What follows belongs to an exercise in optimizing a design on an open flow for small area, a short achievable clock period and few clock cycles per item; a production flow would make more cautious choices. The RTL was checked by simulation tests, not by an equivalence proof against the original design. The clock input has no modelled driver; a real chip could not lean on it and would need a root buffer or a full tree. No activity file was given, so power comes from the tool's default toggle rates.

==> design/flow/design.v <==
`timescale 1ns/1ps
`default_nettype none
package iot_data_pkg;
    typedef logic [8-1:0] iot_byte_t;
    typedef logic [128-1:0] iot_word_t;
    typedef logic [3-1:0] crc_t;
    typedef logic [$clog2(16)-1:0] byte_idx_t;
    typedef logic [$clog2(8)-1:0] word_cnt_t;
endpackage
`default_nettype wire
`timescale 1ns/1ps
`default_nettype none
package iot_ctrl_pkg;
    typedef enum logic [2:0] {
        FN_ENCRYPT  = 3'd1,
        FN_DECRYPT  = 3'd2,
        FN_CRC      = 3'd3,
        FN_TOP2MAX  = 3'd4,
        FN_LAST2MIN = 3'd5
    } fn_sel_t;
    typedef enum logic [1:0] {REL_EQUAL, REL_BIGGER, REL_SMALLER} relation_t;
    typedef enum logic [1:0] {OUT_IDLE, OUT_FIRST, OUT_SECOND} out_state_t;
endpackage
`default_nettype wire
`timescale 1ns/1ps
`default_nettype none
module iot_filter_top
(
    input  logic         clk,
    input  logic         rst,
    input  logic         in_en,
    input  logic [7:0]   iot_in,
    input  logic [2:0]   fn_sel,
    output logic         busy,
    output logic         valid,
    output logic [127:0] iot_out
);
    logic is_crc, is_top, is_rank;
    always_ff @(posedge clk) begin
        is_crc  <= (fn_sel == 3'd3);
        is_top  <= (fn_sel == 3'd4);
        is_rank <= (fn_sel == 3'd4) || (fn_sel == 3'd5);
    end
    logic       in_v;
    logic [7:0] cur;
    always_ff @(posedge clk) cur <= iot_in;
    logic [3:0]   bi;              
    logic [3:0]   rc;              
    logic [2:0]   wc;              
    function automatic logic [3:0] step4(logic [3:0] x);
        step4 = {x[2:0], x[3] ^ x[0] ^ (x[2:0] == 3'd0)};
    endfunction
    function automatic logic [2:0] step3(logic [2:0] x);
        step3 = {x[1:0], x[2] ^ x[0] ^ (x[1:0] == 2'd0)};
    endfunction
    localparam logic [3:0] LAST4 = 4'b1000;
    localparam logic [2:0] WC1   = 3'b001;
    localparam logic [2:0] WC7   = 3'b100;
    logic         mv;              
    logic         kA, wA, kB, wB;
    logic [127:0] r0, r1;
    wire [7:0] tA = r0[127:120];
    wire [7:0] tB = r1[127:120];
    wire first_byte = (bi == 4'd0);
    wire last_byte  = (bi == LAST4);
    logic rot;
    logic eqA, gtA, eqB, gtB;
    wire [7:0] nA = rot ? r0[119:112] : r0[127:120];
    wire [7:0] nB = rot ? r1[119:112] : r1[127:120];
    always_ff @(posedge clk) begin
        eqA <= (iot_in == nA);
        gtA <= is_top ? (iot_in > nA) : (iot_in < nA);
        eqB <= (iot_in == nB);
        gtB <= is_top ? (iot_in > nB) : (iot_in < nB);
    end
    wire dA_n  = kA || !eqA;
    wire wA_n  = kA ? wA : gtA;
    wire dB_n  = kB || !eqB;
    wire wB_n  = kB ? wB : gtB;
    wire winA  = dA_n && wA_n;
    wire winB  = dB_n && wB_n;
    wire loseB = dB_n && !wB_n;
    wire rank_w = in_v && (wc != 3'd0);
    wire w1     = in_v && (wc == WC1);
    wire wn     = rank_w && (wc != WC1);
    wire s0_cur = (w1 && winB) || (wn && winA);
    wire s0_b   = (w1 && !winB) || (!rank_w && mv);
    wire s0_a   = !s0_cur && !s0_b;
    wire s1_cur = (in_v && !rank_w) || (w1 && !winB) || (wn && !winA && !loseB);
    wire s1_a   = wn && winA;
    wire s1_b   = !s1_cur && !s1_a;
    wire [7:0] b0 = ({8{s0_cur}} & cur) | ({8{s0_a}} & tA) | ({8{s0_b}} & tB);
    wire [7:0] b1 = ({8{s1_cur}} & cur) | ({8{s1_a}} & tA) | ({8{s1_b}} & tB);
    function automatic logic [2:0] crc_fold(logic [2:0] seed, logic [7:0] data);
        logic [2:0] c;
        logic       fb;
        c = seed;
        for (int i = 7; i >= 0; i--) begin
            fb = c[2] ^ data[i];
            c  = {c[1:0], 1'b0} ^ (fb ? 3'b011 : 3'b000);
        end
        crc_fold = c;
    endfunction
    logic [2:0] crc;
    wire  [2:0] crc_n = crc_fold(first_byte ? 3'd0 : crc, cur);
    always_ff @(posedge clk) begin
        if (in_v) crc <= crc_n;
    end
    always_ff @(posedge clk) begin
        if (in_v) begin
            kA <= dA_n && !last_byte;
            wA <= wA_n;
            kB <= dB_n && !last_byte;
            wB <= wB_n;
        end
    end
    always_ff @(posedge clk) begin
        if (rot) begin
            r0[127:8]  <= r0[119:0];
            r0[7:0]    <= is_crc ? {5'd0, crc_n & {3{last_byte}}} : b0;
            r1         <= {r1[119:0], b1};
        end
    end
    wire       end_word = in_v && last_byte;
    wire [3:0] bi_n  = in_v ? step4(bi) : bi;
    wire [3:0] rc_n  = rot ? step4(rc) : rc;
    wire       mv_n  = (end_word && is_rank && wc == WC7) || (mv && !(rc == LAST4));
    wire       in_v_n = in_en && !busy;
    wire       busy_n = !in_v_n && (mv_n || rc_n != bi_n) && (step4(rc_n) != bi_n);
    wire       rot_n  = in_v_n || mv_n || (rc_n != bi_n);
    always_ff @(posedge clk or posedge rst) begin
        if (rst) begin
            in_v  <= 1'b0;
            bi    <= 4'd0;
            rc    <= 4'd0;
            wc    <= 3'd0;
            mv    <= 1'b0;
            busy  <= 1'b0;
            rot   <= 1'b0;
            valid <= 1'b0;
        end else begin
            in_v <= in_v_n;
            bi   <= bi_n;
            rc   <= rc_n;
            mv   <= mv_n;
            busy <= busy_n;
            rot  <= rot_n;
            if (end_word) wc <= step3(wc);
            valid <= (end_word && (is_crc || (is_rank && wc == WC7)))
                     || (mv && rc == LAST4);
        end
    end
    assign iot_out = r0;
endmodule
`default_nettype wire
==> design/flow/flow/run.sh <==
#!/bin/bash
# Standard ORFS layout with two changes:
#  - the port buffers are plain buffers (sky130_fd_sc_hd__buf_1, resized by
#    timing repair) instead of the slow delay cells buffer_ports picks;
#  - after clock tree synthesis, the H-tree's middle level is removed, so the
#    root buffer drives every leaf buffer directly (all registers still see
#    the same two buffers on their clock path).
set -euo pipefail
ARGS=("BUFFER_PORTS_ARGS=-buffer_cell sky130_fd_sc_hd__buf_1"
      "CTS_ARGS=-sink_clustering_enable -repair_clock_nets -sink_clustering_size 30 -sink_clustering_max_diameter 100 -dont_use_dummy_load -balance_levels")
bash standard.sh "${ARGS[@]}" cts > standard_cts.log 2>&1
RES=orfs/results/sky130hd/iot_filter_top/base
cp $RES/4_cts.odb $RES/4_cts_htree.odb
FLOW_ODB=$RES/4_cts.odb openroad -no_init -exit flow/flatten_clock.tcl > flatten_clock.log 2>&1
bash standard.sh "${ARGS[@]}" finish > standard_finish.log 2>&1
==> design/flow/flow/flatten_clock.tcl <==
# Bypass every clock buffer that the root clock buffer drives and that itself
# drives clock buffers: its loads move onto the root buffer's net.
read_db $::env(FLOW_ODB)
set block [ord::get_db_block]
proc drv_inst {net} {
  foreach it [$net getITerms] { if {[$it isOutputSignal]} { return [$it getInst] } }
  return ""
}
proc out_net {inst} {
  foreach it [$inst getITerms] { if {[$it isOutputSignal]} { return [$it getNet] } }
  return ""
}
proc is_clkbuf {inst} { return [string match "*clkbuf*" [[$inst getMaster] getName]] }
set clk [$block findNet clk]
set root ""
foreach it [$clk getITerms] { if {[$it isInputSignal] && [is_clkbuf [$it getInst]]} { set root [$it getInst] } }
if {$root eq ""} { puts "no root clock buffer"; exit 1 }
set rnet [out_net $root]
puts "root [$root getName] net [$rnet getName]"
set changed 1
while {$changed} {
  set changed 0
  foreach it [$rnet getITerms] {
    if {![$it isInputSignal]} continue
    set b [$it getInst]
    if {![is_clkbuf $b]} continue
    set bnet [out_net $b]
    set drives_buf 0
    foreach l [$bnet getITerms] { if {[$l isInputSignal] && [is_clkbuf [$l getInst]]} { set drives_buf 1 } }
    if {!$drives_buf} continue
    puts "bypass [$b getName]"
    foreach l [$bnet getITerms] {
      if {[$l isInputSignal]} { $l disconnect; $l connect $rnet }
    }
    odb::dbInst_destroy $b
    odb::dbNet_destroy $bnet
    set changed 1
    break
  }
}
set n 0
foreach it [$rnet getITerms] { if {[$it isInputSignal]} { incr n } }
puts "root drives $n loads"
write_db $::env(FLOW_ODB)
==> design/flow/standard.sh <==
#!/bin/bash
# synth_recipe.tcl (not shown) runs the flow's synth.tcl, then flattens the netlist and writes it again
# the make line also repeats each setting of config.mk as NAME=value (left out here)
make -C /OpenROAD-flow-scripts/flow DESIGN_CONFIG=/design/flow/config.mk WORK_HOME=/design/flow/orfs CLKGATE_MAP_FILE= SYNTH_SCRIPT=/design/flow/synth_recipe.tcl "${@:-finish}"
==> design/flow/config.mk <==
export PLATFORM = sky130hd
export DESIGN_NAME = iot_filter_top
export DESIGN_NICKNAME = iot_filter_top
export VERILOG_FILES = /design/flow/design.v
export SDC_FILE = /design/flow/constraint.sdc
export NUM_CORES = 4
export LEC_CHECK = 0
export CAP_MARGIN = 20
export CORE_MARGIN = 2
export CORE_UTILIZATION = 55
export SETUP_SLACK_MARGIN = 4.5
export SLEW_MARGIN = 20
==> design/flow/constraint.sdc <==
create_clock -name core_clock -period 7.0 [get_ports {clk}]
set_input_delay 1.4000 -clock core_clock [delete_from_list [all_inputs] [get_ports {clk}]]
set_output_delay 1.4000 -clock core_clock [all_outputs]
set_load 0.01 [all_outputs]
==> impl_metrics.toml, run 1 <==
[drt]
route.vias.total = 4995
first_pass_iters = 4
ant_nets = 0
drt-met1-wl_um = 8390
drt-total-wl_um = 17900
route.met3.wl_um = 808
viasPerCell = 5.44
first_iter_violations = 329
top_layer_used = "met4"
drc = 0
wl_per_cell_um = 19.5
met2_length_um = 8480

[finish]
layout-drive-gt1-share_pct = 7.98
syn2layout_area_growth_pct = 13.1
nets = 721
n_fill_cell = 1288
antenna_cells = 0

[worst_hold_path]
hold_class = "reg -> reg"
hold_depth = 0
worstHoldEndpoint = "r1[76]$_DFFE_PP_"
min_from = "r1[68]$_DFFE_PP_"

[place]
routabilityCongestion = 0.788
dp_hpwl_um = 11200
port_buffers = 143

[critical_path]
path_buf_inv = 1
path_depth = 1
cp-end-kind = "output pin"
critPathArrivalTime_ns = 1.06
rr_worst_depth = 9
rrSetupSlack_ns = 4.66
required_ns = 5.60
rr_endpoint = "gtB$_DFF_P_"
critPathKind = "reg -> out"
crit_path_cell_trace = "buf_1"
cp_max_fo = 2
max_stage_delay_ns = 0.48
cpLargestDelayFamily = "flip-flops"
setup.worst_path.start_class = "register"
r2r-start = "rot$_DFF_PP0_"
critical_path.slowest_cell = "edfxtp_1"

[grt]
grt_max_degree = 81
grt_pass1_vias = 4950
grt.total_usage_pct = 18.4
gr-total-overflow = 0
antenna_found_initial = 0
grt_pass1_wl_um = 27200

[yosys]
synth_adder_area_share_pct = 1.96
synth-main-ff-cell = "edfxtp_1"
synth-seq-area-share_pct = 84.1
synth_edf_count = 263
synth_warnings = 1
synthXorXnorAreaFrac_pct = 1.63
synth_mux_area_share_pct = 2.71
syn_area_sq_um = 10200
synth_top_family_by_area = "compound AO/OA/AOI/OAI gates"
synthSimpleGateAreaFrac_pct = 3.29
synth.avg_cell_area_sq_um = 19.8
synth.net_count = 546
syn_inst = 516
synth_compound_gate_area_share_pct = 5.34
synth_seq_cells = 294
ys_types = 53
async_flop_share_pct = 5.44

[floorplan]
die_area_sq_um = 19700
dieWidth_um = 140
fp-row-count = 49
ios = 144
start_util_pct = 56.5
die-height_um = 140
coreArea_sq_um = 18100

[sta]
max_slew_margin_pct = 37.5
final.setup.tns_ns = 0
finalSetupViolations = 0
drv_slew = 0
max_freq_ghz = 0.406
finalCriticalPeriod_ns = 2.46
rsz0062_at_grt = "true"
finalHoldViolCount = 0
fin_worst_skew_ns = 0.0214
worst_slew_pin_slew_ns = 0.938
fin_crit_sh_pct = 35.2

[power_and_ir_drop]
irDropWorstVdd_mv = 0.279
fin_total_pwr_uw = 5930
p_per_area_nw_per_um2 = 513
p_leak_uw = 0.00442

[clock_network]
cts_sinks = 294
worstSkewPairLatency_ns = 0.42
clk_pin_slew_ns = 0.11

[run_status]
outcome = "complete, no violations"

[flow_run]
max_cap_viol_count = 0
==> worst max path at each step <==
stage	startpoint	slack, ns	to
6_report	r0[1]$_DFFE_PP_	4.54	iot_out[1]
5_1_grt	r0[7]$_SDFFCE_PP0P_	4.49	iot_out[7]
4_1_cts	r0[7]$_SDFFCE_PP0P_	4.45	iot_out[7]
3_5_place_dp	rot$_DFF_PP0_	3.69	gtB$_DFF_P_
3_3_place_gp	rot$_DFF_PP0_	3.88	gtB$_DFF_P_
2_1_floorplan	rot$_DFF_PP0_	3.11	gtA$_DFF_P_
==> where the power goes <==
part	switching [uW]	internal (uW)	leakage (uW)	total, uW
clock network	458	285	0.000136	743
registers	449	3170	0.00313	3620
logic	996	564	0.00116	1560
==> logic make-up after synthesis <==
group,count (synthesis)
flip-flops,294
multiplexers,27
buffers and inverters,24
adder cells (fa/ha/maj),16
XOR/XNOR,19
AND/OR/NAND/NOR,62
AO/OA/AOI/OAI,74
==> routing by layer <==
layer	GRT usage [%]	vias to the layer above
met5	0	-
met4	4.84	0
met3	5.50	15
met2	28.2	99
met1	26.3	2551
li1	-	2330
==> metrics by stage <==
| step | hold WS (ns) | worst slack [ns] | utilization, % | cells | instance area (sq um) |
|---|---|---|---|---|---|
| 4_1_cts | 0.414 | 4.45 | 63.9 | 918 | 11600 |
| 3_5_place_dp | 0.405 | 3.69 | 61.0 | 884 | 11000 |
| 6_report | 0.410 | 4.54 | 63.9 | 918 | 11600 |
| 2_1_floorplan | 0.400 | 3.11 | - | 516 | 10200 |
| 3_3_place_gp | 0.402 | 3.88 | 61.0 | 884 | 11000 |
| 5_1_grt | 0.436 | 4.49 | 63.9 | 918 | 11600 |
==> worst reg2reg max path: cells and delay by family, from the launching register on <==
kind | cells | cell delay, ns
simple gates | 2 | 0.23
buf+inv | 1 | 0.29
compound gates | 3 | 0.31
fa+ha+maj | 1 | 0.18
mux | 2 | 0.60
flops | 1 | 0.67
==> flip-flops by register name, summed over array words and instances (netlist names), 3 cells and up <==
| name | cells |
|---|---|
| cur | 8 |
| bi | 4 |
| rc | 4 |
| r1 | 128 |
| crc | 3 |
| wc | 3 |
| r0 | 128 |
==> placed cells by master, fill, tap and decap left out, types with 2 or more instances in the layout <==
master | netlist | layout
o21a_1 | 3 | 3
nor2b_1 | 4 | 4
a22o_1 | 8 | 8
mux2i_1 | 22 | 22
dfrtp_1 | 16 | 14
nor2_1 | 11 | 11
nand2_1 | 20 | 20
o21ai_1 | 6 | 8
xor2_1 | 7 | 7
inv_1 | 16 | 16
a22oi_1 | 5 | 5
mux2_2 | 4 | 4
o21ai_0 | 8 | 6
o22ai_1 | 3 | 3
ha_1 | 16 | 16
edfxtp_1 | 263 | 263
clkbuf_16 | 0 | 12
buf_4 | 1 | 22
nand4_1 | 4 | 4
dfxtp_1 | 15 | 15
a221oi_1 | 4 | 4
buf_1 | 1 | 140
and2_1 | 3 | 3
a211oi_1 | 2 | 2
a21oi_1 | 13 | 13
a21o_1 | 12 | 12
nor2_2 | 3 | 3
nand2b_1 | 4 | 4
nand3_1 | 3 | 3
xnor2_1 | 12 | 12
==> layout make-up <==
type | instances | area, sq um | share of cell area, %
flip-flops and latches | 294 | 8600 | 74.5
well taps | 229 | 287 | 2.48
clock buffers | 11 | 275 | 2.38
inverters | 17 | 63.8 | 0.552
multi-input cells | 198 | 1530 | 13.2
repair buffers | 169 | 800 | 6.92
==> timing repair <==
item,4_1_cts,5_1_grt
resized for setup,8,2
endpoints found under the setup margin,27,3
gates cloned,0,1
hold buffers,0,0
hold endpoints to repair,0,0
setup buffers,21,1
==> Yosys cell counts, types with 6 or more instances <==
cell type,n,area share [%]
a21o_1,12,0.88
a21oi_1,13,0.64
a22o_1,8,0.69
dfrtp_1,16,3.9
dfxtp_1,15,2.9
edfxtp_1,263,77
ha_1,16,2.0
inv_1,16,0.59
mux2i_1,22,2.2
nand2_1,20,0.73
nor2_1,11,0.40
o21ai_0,8,0.39
o21ai_1,6,0.29
xnor2_1,12,1.0
xor2_1,7,0.60
Testbench counts, summed over its fixed seeds: cycles 36,192, items 2,157.
==> run 2: changes to the inputs <==
--- a/design/flow/config.mk
+++ b/design/flow/config.mk
@@ -8,5 +8,5 @@
 export CAP_MARGIN = 20
 export CORE_MARGIN = 2
-export CORE_UTILIZATION = 55
-export SETUP_SLACK_MARGIN = 4.5
+export CORE_UTILIZATION = 70
+export SETUP_SLACK_MARGIN = 4.4
 export SLEW_MARGIN = 20
==> impl_metrics.toml, run 2 <==
[grt]
antenna_found_initial = 0
grt_pass1_wl_um = 26100
grt.total_usage_pct = 22.5
grt_pass1_vias = 4816
gr-total-overflow = 0
grt_max_degree = 76

[power_and_ir_drop]
fin_total_pwr_uw = 5800
p_per_area_nw_per_um2 = 513
p_comb_share_pct = 24.3
p_int_uw = 3940
pwr-share-clk_pct = 12.6
netSwitchingFraction_pct = 32.2
p_sw_uw = 1870
irDropWorstVdd_mv = 0.360
power_frac_seq_pct = 63.1
p_leak_uw = 0.00430

[sta]
finalSetupViolations = 0
fin_worst_skew_ns = 0.0210
worst_slew_pin_slew_ns = 0.843
fin_crit_sh_pct = 35.5
finalHoldViolCount = 0
max_slew_margin_pct = 43.8
fin_ws_ns = 4.51
finalCriticalPeriod_ns = 2.49
rsz0062_at_grt = "false"
max_freq_ghz = 0.402
final.setup.tns_ns = 0
drv_slew = 0

[floorplan]
die-height_um = 125
dieWidth_um = 125
fp-row-count = 44
start_util_pct = 70.9
ios = 144
coreArea_sq_um = 14400
die_area_sq_um = 15600

[yosys]
synth_seq_cells = 294
synth_edf_count = 263
synth_top_area_share_pct = 77.3
netlist_top_cells_count = "263 x edfxtp_1, 22 x mux2i_1, 20 x nand2_1"
ys_types = 53
synth.net_count = 546
synth.avg_cell_area_sq_um = 19.8
synth_area_leaders = "edfxtp_1 77%, dfrtp_1 3.9%, dfxtp_1 2.9%, mux2i_1 2.2%, ha_1 2.0%"
synth-main-ff-cell = "edfxtp_1"
syn_inst = 516
synth-seq-area-share_pct = 84.1
async_flop_share_pct = 5.44
syn_area_sq_um = 10200
yosysTopAreaCell = "edfxtp_1"
synth_most_common_cell = "edfxtp_1"
synth_warnings = 1

[drt]
viasPerCell = 5.81
wl_per_cell_um = 20.2
first_pass_iters = 4
first_iter_violations = 456
route.vias.total = 4951
ant_nets = 0
drc = 0
drt-total-wl_um = 17200

[finish]
n_fill_cell = 782
layout_common_cells = "263 x edfxtp_1, 143 x buf_1, 22 x mux2i_1, 20 x nand2_1"
antenna_cells = 0
layout-drive-gt1-share_pct = 4.64
layout_commonest_cell = "edfxtp_1"
nets = 700
syn2layout_area_growth_pct = 10.7
reg_top3 = "r0: 128 flops, r1: 128 flops, cur: 8 flops"
multi_input_area_sq_um = 1530
final_design_area_no_fill_sq_um = 11300
final-seq-area_sq_um = 8600

[critical_path]
cp_max_fo = 3
cpLargestDelayFamily = "flip-flops"
critPathArrivalTime_ns = 1.09
rr_worst_depth = 8
crit_path_cell_trace = "buf_1"
required_ns = 5.60
critPathKind = "reg -> out"
critical_path.slowest_cell = "edfxtp_1"
max_stage_delay_ns = 0.50
path_depth = 1
path_buf_inv = 1
cp-end-kind = "output pin"
setup.worst_path.start_class = "register"

[clock_network]
cts_sinks = 294
clk_pin_slew_ns = 0.11
worstSkewPairLatency_ns = 0.43
hold_buffers = 0

[flow_run]
max_cap_viol_count = 0

[place]
placed_area_sq_um = 11000
port_buffers = 143
dp_slack_ns = 3.70
routabilityCongestion = 0.823
dp_hpwl_um = 10900

[run_status]
outcome = "complete, no violations"

[worst_hold_path]
hold_depth = 0
hold_class = "reg -> reg"
[run 2: per-layer routing]
layer / up-vias / track usage (%) / share of wire, %
met5: - / 0 / 0
li1: 2291 / - / -
met3: 20 / 5.07 / 5.1
met4: 0 / 8.17 / 1.7
met2: 147 / 35.4 / 49
met1: 2493 / 32.0 / 45
[run 2: final timing paths]
path,startpoint,to,slack [ns]
min in group asynchronous,rst,bi[1]$_DFF_PP0_,1.01
worst max-delay path,r0[119]$_DFFE_PP_,iot_out[119],4.51
worst min-delay path,r1[94]$_DFFE_PP_,r1[102]$_DFFE_PP_,0.42
max in group asynchronous,rst,rot$_DFF_PP0_,5.53
worst min register to register,r1[94]$_DFFE_PP_,r1[102]$_DFFE_PP_,0.42
worst max register to register,rot$_DFF_PP0_,gtB$_DFF_P_,4.56
[run 2: cell families (layout without fill, tap and decap cells)]
group           after synthesis  count (layout)  share of synthesized area (%)
mux                          27              27                           2.71
simple gates                 62              62                           3.29
fa+ha+maj                    16              16                           1.96
compound gates               74              74                           5.34
xor+xnor                     19              19                           1.63
buf+inv                      24             176                          0.943
flops                       294             294                           84.1
[run 2: layout make-up]
cell class                 count  area share (%)
timing repair buffer         148            5.43
sequential                   294            76.1
clock buffer                  11            2.43
tap                          184            2.04
multi-input combinational    198            13.5
inverter                      17           0.564
[run 2: what timing repair did]
action                                  in CTS  in global routing
endpoints found under the setup margin       6                  0
buffers inserted                             2                  0
resized for setup                            3                  0
[run 2: through the flow]
| step | cells | util, % | hold WS [ns] |
|---|---|---|---|
| detailed placement | 839 | 76.1 | 0.405 |
| floorplan | 516 | - | 0.400 |
| finish | 852 | 78.4 | 0.421 |
| global placement | 839 | 76.1 | 0.401 |
| global route | 852 | 78.4 | 0.431 |
| CTS | 854 | 78.8 | 0.423 |
[run 2: power groups by stage]
stage | Sequential, uW | Clock (uW) | Combinational (uW)
floorplan | 3920 | 0 | 525
global placement | 3690 | 0 | 1280
detailed placement | 3740 | 0 | 1320
CTS | 3670 | 815 | 1430
global route | 3750 | 797 | 1550
finish | 3660 | 729 | 1410
==> run 3: changes to the inputs <==
--- a/design/flow/config.mk
+++ b/design/flow/config.mk
@@ -9,4 +9,4 @@
 export CORE_MARGIN = 2
 export CORE_UTILIZATION = 70
-export SETUP_SLACK_MARGIN = 4.4
+export SETUP_SLACK_MARGIN = 4.45
 export SLEW_MARGIN = 20
==> impl_metrics.toml, run 3 <==
[critical_path]
rr_endpoint = "r0[1]$_DFFE_PP_"
crit_path_cell_trace = "buf_1"
path_buf_inv = 1
critPathArrivalTime_ns = 1.09
cp-end-kind = "output pin"
max_stage_delay_ns = 0.50
rr_worst_depth = 6
cp_max_fo = 3
cpLargestDelayFamily = "flip-flops"
critPathKind = "reg -> out"
required_ns = 5.60
r2r-start = "kA$_DFFE_PP_"
setup.worst_path.start_class = "register"
rrSetupSlack_ns = 4.59
critical_path.slowest_cell = "edfxtp_1"

[floorplan]
coreArea_sq_um = 14400
die-height_um = 125
fp-row-count = 44
dieWidth_um = 125
ios = 144
start_util_pct = 70.9
die_area_sq_um = 15600

[yosys]
synth.net_count = 546
async_flop_share_pct = 5.44
synth-seq-area-share_pct = 84.1
synth_most_common_cell = "edfxtp_1"
synth-main-ff-cell = "edfxtp_1"
synth_top_area_share_pct = 77.3
syn_inst = 516
synth.avg_cell_area_sq_um = 19.8
synth_warnings = 1
yosysTopAreaCell = "edfxtp_1"
ys_types = 53
netlist_top_cells_count = "263 x edfxtp_1, 22 x mux2i_1, 20 x nand2_1"
synth_edf_count = 263
syn_area_sq_um = 10200
synth_area_leaders = "edfxtp_1 77%, dfrtp_1 3.9%, dfxtp_1 2.9%, mux2i_1 2.2%, ha_1 2.0%"
synth_seq_cells = 294

[run_status]
outcome = "complete, no violations"

[power_and_ir_drop]
p_per_area_nw_per_um2 = 513
netSwitchingFraction_pct = 32.2
pwr-share-clk_pct = 12.6
p_leak_uw = 0.00430
p_sw_uw = 1870
power_frac_seq_pct = 63.0
irDropWorstVdd_mv = 0.360
p_int_uw = 3940
p_comb_share_pct = 24.4

[finish]
layout-drive-gt1-share_pct = 4.64
multi_input_area_sq_um = 1530
layout_common_cells = "263 x edfxtp_1, 143 x buf_1, 22 x mux2i_1, 20 x nand2_1"
antenna_cells = 0
nets = 700
final_design_area_no_fill_sq_um = 11300
syn2layout_area_growth_pct = 10.7
final-seq-area_sq_um = 8600
n_fill_cell = 781
reg_top3 = "r0: 128 flops, r1: 128 flops, cur: 8 flops"
layout_commonest_cell = "edfxtp_1"

[sta]
fin_worst_skew_ns = 0.0211
max_slew_margin_pct = 43.6
fin_crit_sh_pct = 35.6
drv_slew = 0
final.setup.tns_ns = 0
max_freq_ghz = 0.402
rsz0062_at_grt = "false"
worst_slew_pin_slew_ns = 0.845
finalSetupViolations = 0
finalHoldViolCount = 0
finalCriticalPeriod_ns = 2.49

[drt]
drt-total-wl_um = 17200
wl_per_cell_um = 20.2
drc = 0
first_iter_violations = 449
route.vias.total = 4947
ant_nets = 0
viasPerCell = 5.81
first_pass_iters = 5

[clock_network]
cts_sinks = 294
hold_buffers = 0
clk_pin_slew_ns = 0.11
worstSkewPairLatency_ns = 0.43

[place]
port_buffers = 143
dp_hpwl_um = 10900
routabilityCongestion = 0.823
placed_area_sq_um = 11000

[grt]
grt_max_degree = 76
gr-total-overflow = 0
grt_pass1_wl_um = 26100
antenna_found_initial = 0
grt_pass1_vias = 4816
grt.total_usage_pct = 22.5

[worst_hold_path]
hold_class = "reg -> reg"
hold_depth = 0
worstHoldEndpoint = "r1[102]$_DFFE_PP_"
min_from = "r1[94]$_DFFE_PP_"

[flow_run]
max_cap_viol_count = 0
[run 3: cell counts after synthesis]
Identical to the previous run, type by type.
[run 3: cell type report]
| type | instances | area share, % |
|---|---|---|
| flip-flops and latches | 294 | 76.0 |
| well taps | 184 | 2.03 |
| clock buffers | 11 | 2.43 |
| inverters | 17 | 0.564 |
| repair buffers | 148 | 5.47 |
| multi-input cells | 198 | 13.5 |
[run 3: repair_timing]
| item | in CTS | in global routing |
|---|---|---|
| buffers inserted | 2 | 0 |
| resized for setup | 3 | 1 |
| endpoints found under the setup margin | 8 | 1 |
| pin swaps | 0 | 0 |
[run 3: how the worst max path moves through the flow]
stage	depth (start not counted)	startpoint	slack (ns)	end
floorplan	10	rot$_DFF_PP0_	3.11	gtA$_DFF_P_
global placement	8	rot$_DFF_PP0_	3.92	gtA$_DFF_P_
detailed placement	8	rot$_DFF_PP0_	3.70	gtB$_DFF_P_
CTS	1	r0[126]$_DFFE_PP_	4.46	iot_out[126]
global route	1	r0[119]$_DFFE_PP_	4.47	iot_out[119]
finish	1	r0[119]$_DFFE_PP_	4.51	iot_out[119]
[run 3: logic make-up after synthesis]
| family | share of synthesized area, % |
|---|---|
| compound gates | 5.34 |
| xor+xnor | 1.63 |
| fa+ha+maj | 1.96 |
| buf+inv | 0.943 |
| flops | 84.1 |
| mux | 2.71 |
| simple gates | 3.29 |
[run 3: power groups by stage]
| stage | Sequential (uW) | Combinational [uW] | Clock, uW |
|---|---|---|---|
| finish | 3660 | 1420 | 730 |
| global route | 3750 | 1560 | 797 |
| CTS | 3670 | 1430 | 815 |
| detailed placement | 3740 | 1320 | 0 |
| global placement | 3690 | 1280 | 0 |
| floorplan | 3920 | 525 | 0 |
[run 3: through the flow]
step / setup WS, ns / instances / total power, uW / util [%] / hold WS, ns
after floorplan: 3.11 / 516 / 4450 / - / 0.400
after global placement: 3.92 / 839 / 4970 / 76.1 / 0.401
after detailed placement: 3.70 / 839 / 5060 / 76.1 / 0.405
after CTS: 4.46 / 854 / 5910 / 78.8 / 0.423
after global routing: 4.47 / 852 / 6110 / 78.5 / 0.431
final: 4.51 / 852 / 5810 / 78.5 / 0.421
[run 3: metal layers]
layer / share of wire (%) / up-vias / track usage, %
met5: 0 / - / 0
met4: 1.7 / 0 / 8.17
met3: 5.2 / 20 / 5.07
met2: 49 / 152 / 35.4
met1: 44 / 2489 / 32.0
li1: - / 2286 / -

## afterwards: timing with drivers on the ports
How much do the figures lean on ideal ports? The routed layouts below were timed once more, with nothing changed but the port constraints.
Step 1: set_driving_cell puts a clkbuf_16 on clk and a buf_2 on each other input, an assumption about the parent block.
Step 2 times the ports against the registers' clock, not the clock port: input delays grow and output delays shrink by t, the midpoint of the rising clock arrivals with the driver on.
Three values: no drivers, after step 1, after step 2; two values: the first two.
| run | t (ns) | setup slack, ns | hold slack, ns | worst setup path after step 2 |
|---|---|---|---|---|
| run 1 | 0.453 | 4.539 / 4.495 / 4.159 | 0.410 / 0.410 / 0.410 | input to register |
| run 2 | 0.460 | 4.512 / 4.467 / 4.247 | 0.421 / 0.421 / 0.421 | input to register |
| run 3 | 0.461 | 4.509 / 4.465 / 4.247 | 0.421 / 0.421 / 0.421 | input to register |
After both steps setup and hold are still met in every run listed. The setup slack of run 1, which loses most, moves by -0.044 ns with the drivers and by -0.380 ns with both steps.
